What follows belongs to an exercise in optimizing a design on an open flow for small area, a short achievable clock period and few clock cycles per item; a production flow would make more cautious choices. Function was checked by simulation only, so behaviour that the tests miss may differ from the original.

## priority_wildcard_host_matcher
module priority_wildcard_host_matcher #(
    parameter int ENTRIES     = 8,
    parameter int PATTERN_LEN = 63
) (
    input  logic                i_clk,
    input  logic                i_rst_n,
    input  logic                i_in_valid,
    output logic                o_in_ready,
    input  logic [42:0]         i_in_data,
    output logic                o_out_valid,
    input  logic                i_out_ready,
    output logic [5:0]          o_out_data
);
clock: 10.0 ns
lec_check: 0
cap_margin: 20
core_margin: 2
core_utilization: 65
slew_margin: 20
standard.sh (not shown) runs the stock make flow with config.mk's settings and CLKGATE_MAP_FILE= SYNTH_SCRIPT=/design/flow/synth_recipe.tcl, a recipe that flattens the netlist after the stock synthesis.
==> flow/flow/run.sh <==
#!/bin/bash
# Standard ORFS layout (the standard.sh, unchanged synthesis), with timing repair aimed
# well below the clock period so that the achieved period is short, and a clock tree with
# smaller leaf buffers (clkbuf_8 driving clusters of up to 16 flip-flops) in place of the
# default clkbuf_16 leaves. Ports are buffered with buf_4 (the standard flow's port buffers can
# come out as slow delay cells that timing repair may not swap).
set -euo pipefail
export CTS_ARGS="-sink_clustering_enable -repair_clock_nets -sink_clustering_size 16 -sink_clustering_max_diameter 60 -sink_clustering_buffer sky130_fd_sc_hd__clkbuf_8 -buf_list {sky130_fd_sc_hd__clkbuf_8 sky130_fd_sc_hd__clkbuf_16}"
export BUFFER_PORTS_ARGS="-buffer_cell sky130_fd_sc_hd__buf_4"
bash standard.sh SETUP_SLACK_MARGIN=6.5 finish > standard_flow.log 2>&1
Testbench counts at the start, summed over its fixed seeds: cycles 16,055, items 16,039.
Rerun with:
--- a/flow/design.v
+++ b/flow/design.v
@@ -57,14 +57,18 @@
     localparam int WIN = 16;                 
     localparam int WB  = P - WIN;            
     localparam int LR  = P - WIN;            
     localparam int QW  = $clog2(NQ + 1);
     logic               r_v1;
     logic [2:0]         r_op1;
     logic [7:0]         r_ch1;
+    logic               r_chz1;              
+    logic               r_hs1;               
+    logic               r_star1;             
+    logic               r_qm1;               
     logic signed [31:0] r_pr1;
     logic               r_rdy;
     logic [QW-1:0]      r_pend;              
     logic               w_acc;
     logic               w_acc_res;
     logic               w_pop;
     logic [QW-1:0]      w_pend_nx;
@@ -98,29 +102,33 @@
         end else begin
             r_v1   <= w_acc;
             r_rdy  <= w_room && !w_stall_nx;
             r_pend <= w_pend_nx;
         end
         r_op1 <= w_in.operation;
         r_pr1 <= w_in.priority_req;
+        r_hs1 <= (w_in.operation == pwhm_pkg::OP_HOST) && (w_in.char_byte != 8'h00);
         if (w_acc) begin
-            r_ch1 <= pwhm_pkg::f_lower(w_in.char_byte);
+            r_ch1  <= pwhm_pkg::f_lower(w_in.char_byte);
+            r_chz1 <= (w_in.char_byte == 8'h00);
+            r_star1 <= (w_in.char_byte == pwhm_pkg::STAR_CH);
+            r_qm1   <= (w_in.char_byte == pwhm_pkg::QMARK_CH);
         end
     end
     localparam logic [1:0] B_IDLE = 2'd0;
     localparam logic [1:0] B_APP  = 2'd1;    
     localparam logic [1:0] B_PASS = 2'd2;    
     logic w_pat_raw, w_pat, w_commit, w_host, w_end, w_sort;
     logic w_ch_zero;
     assign w_pat_raw = r_v1 && (r_op1 == pwhm_pkg::OP_PAT);
     assign w_commit  = r_v1 && (r_op1 == pwhm_pkg::OP_COMMIT);
     assign w_host    = r_v1 && (r_op1 == pwhm_pkg::OP_HOST);
     assign w_end     = r_v1 && (r_op1 == pwhm_pkg::OP_END);
     assign w_sort    = r_v1 && (r_op1 == pwhm_pkg::OP_SORT);
-    assign w_ch_zero = (r_ch1 == 8'h00);
+    assign w_ch_zero = r_chz1;
     logic [CW-1:0]  r_cnt;                   
     logic [E-1:0]   r_valid;                 
     logic [E-1:0]   r_slot;                  
     logic [LW-1:0]  r_blen;                  
     logic [LW-1:0]  r_slen;                  
     logic           r_ovf;
     logic           r_term;
@@ -128,59 +136,60 @@
     logic           r_fstar;                 
     logic           r_hterm;
     logic           r_slow;                  
     logic [1:0]     r_bm;                    
     logic           r_pgo;                   
     logic           r_pdone;                 
     logic [LW-1:0]  r_g;                     
+    logic           r_aln;                   
+    logic [LW-1:0]  w_g_nx;
     logic           w_is_star;
     logic           w_take_c;                
     logic           w_store_c;               
     logic           w_app_c;                 
-    logic [LW-1:0]  w_m;                     
     logic           w_aligned;
     logic           w_defer;
     logic           w_pat_take;
     logic           w_pat_store;
     logic           w_app;                   
     logic           w_full;
     logic           w_add;
     logic           w_step;
     logic           w_fast;
     logic           w_sstart;
     logic           w_proc;                  
     logic           w_wstep;                 
     logic           w_long;
     logic [7:0]     w_code;
-    assign w_is_star   = (r_ch1 == pwhm_pkg::STAR_CH);
+    assign w_is_star   = r_star1;
     assign w_take_c    = !r_term && !w_ch_zero && (r_blen < LW'(P));
     assign w_store_c   = w_take_c && !(w_is_star && r_pstar);
-    assign w_app_c     = w_store_c && (|r_slot) && (r_slen >= LW'(WIN));
-    assign w_m         = r_slen - LW'(WIN);
-    assign w_aligned   = (r_g == w_m);
+    assign w_app_c     = w_store_c && (|r_slot) && (r_slen[LW-1:4] != '0);
+    assign w_aligned   = r_aln;
+    assign w_g_nx      = (r_g == LW'(LR - 1)) ? '0 : r_g + 1'b1;
     assign w_defer     = w_pat_raw && w_app_c && !w_aligned;
     assign w_pat       = (w_pat_raw && !w_defer) || ((r_bm == B_APP) && w_aligned);
     assign w_pat_take  = w_pat && w_take_c;
     assign w_pat_store = w_pat && w_store_c;
     assign w_app       = w_pat && w_app_c;
     assign w_full      = (r_cnt >= CW'(E));
     assign w_add       = w_commit && !w_full && !r_ovf;
-    assign w_step      = w_host && !r_hterm && !w_ch_zero;
+    assign w_step      = r_v1 && r_hs1 && !r_hterm;
     assign w_fast      = w_step && !r_slow;
     assign w_sstart    = w_step && r_slow;
     assign w_proc      = (r_bm == B_PASS) && !r_pdone && (r_pgo || (r_g == '0));
     assign w_wstep     = (r_bm == B_PASS) && r_pdone;
     assign w_long      = (r_slen > LW'(WIN));
     assign w_stall_nx  = (w_acc && (w_in.operation == pwhm_pkg::OP_HOST) &&
                           (r_slow || (w_add && w_long))) ||
                          (w_acc && (w_in.operation == pwhm_pkg::OP_PAT) &&
                           (r_slen >= LW'(WIN - 1))) ||
                          w_defer || w_sstart || (r_bm != B_IDLE);
     assign w_code      = w_is_star ? pwhm_pkg::STAR_CODE :
-                         (r_ch1 == pwhm_pkg::QMARK_CH) ? pwhm_pkg::QMARK_CODE : r_ch1;
+                         r_qm1 ? pwhm_pkg::QMARK_CODE : r_ch1;
     always_ff @(posedge i_clk) begin
         if (!i_rst_n) begin
             r_cnt   <= '0;
             r_valid <= '0;
             r_slot  <= E'(1);
             r_blen  <= '0;
             r_slen  <= '0;
@@ -190,16 +199,24 @@
             r_fstar <= 1'b0;
             r_hterm <= 1'b0;
             r_slow  <= 1'b0;
             r_bm    <= B_IDLE;
             r_pgo   <= 1'b0;
             r_pdone <= 1'b0;
             r_g     <= '0;
+            r_aln   <= 1'b0;
         end else begin
-            r_g <= (r_g == LW'(LR - 1)) ? '0 : r_g + 1'b1;
+            r_g <= w_g_nx;
+            if (w_commit) begin
+                r_aln <= 1'b0;
+            end else if (w_pat_store) begin
+                r_aln <= ((w_g_nx + LW'(WIN - 1)) == r_slen);
+            end else begin
+                r_aln <= ((w_g_nx + LW'(WIN)) == r_slen);
+            end
             if (w_pat && !r_term) begin
                 if (w_ch_zero) begin
                     r_term <= 1'b1;
                 end else if (r_blen >= LW'(P)) begin
                     r_ovf <= 1'b1;
                 end
             end
=> Clock-buffer cell count is lower by 6; utilization increases by 0.10 points; setup slack gains 0.034 ns; design area is lower by 0.52%; final cell count barely changes; worst hold slack is worse by 0.017 ns.
Testbench counts after the change, summed over its fixed seeds: cycles 16,055, items 16,039.

## separate check: timing with driven ports
Ports are ideal in the flow. The routed layouts listed here were re-timed in OpenROAD. Step 1 assumes that a clkbuf_16 drives the clock port and a buf_2 every other input. Step 2 also shifts input and output timing later by t, the mid clock arrival at the registers, as if the neighbouring blocks saw the same clock. a / b / c = ideal / step 1 / step 2; a / b = the first two.
run	shift t [ns]	setup WS [ns]	worst setup path after step 2	latest minus earliest clock arrival (ns)	worst register clock-pin slew, ns
the first run	1.014	6.527 / 6.439 / 6.128	input to register	0.073 / 0.073	0.11 / 0.11
the second run	1.016	6.561 / 6.485 / 6.079	input to register	0.100 / 0.099	0.11 / 0.11
After both steps setup and hold are still met in every run listed. The setup slack of the second run, which loses most, moves by -0.076 ns with the drivers and by -0.482 ns with both steps.
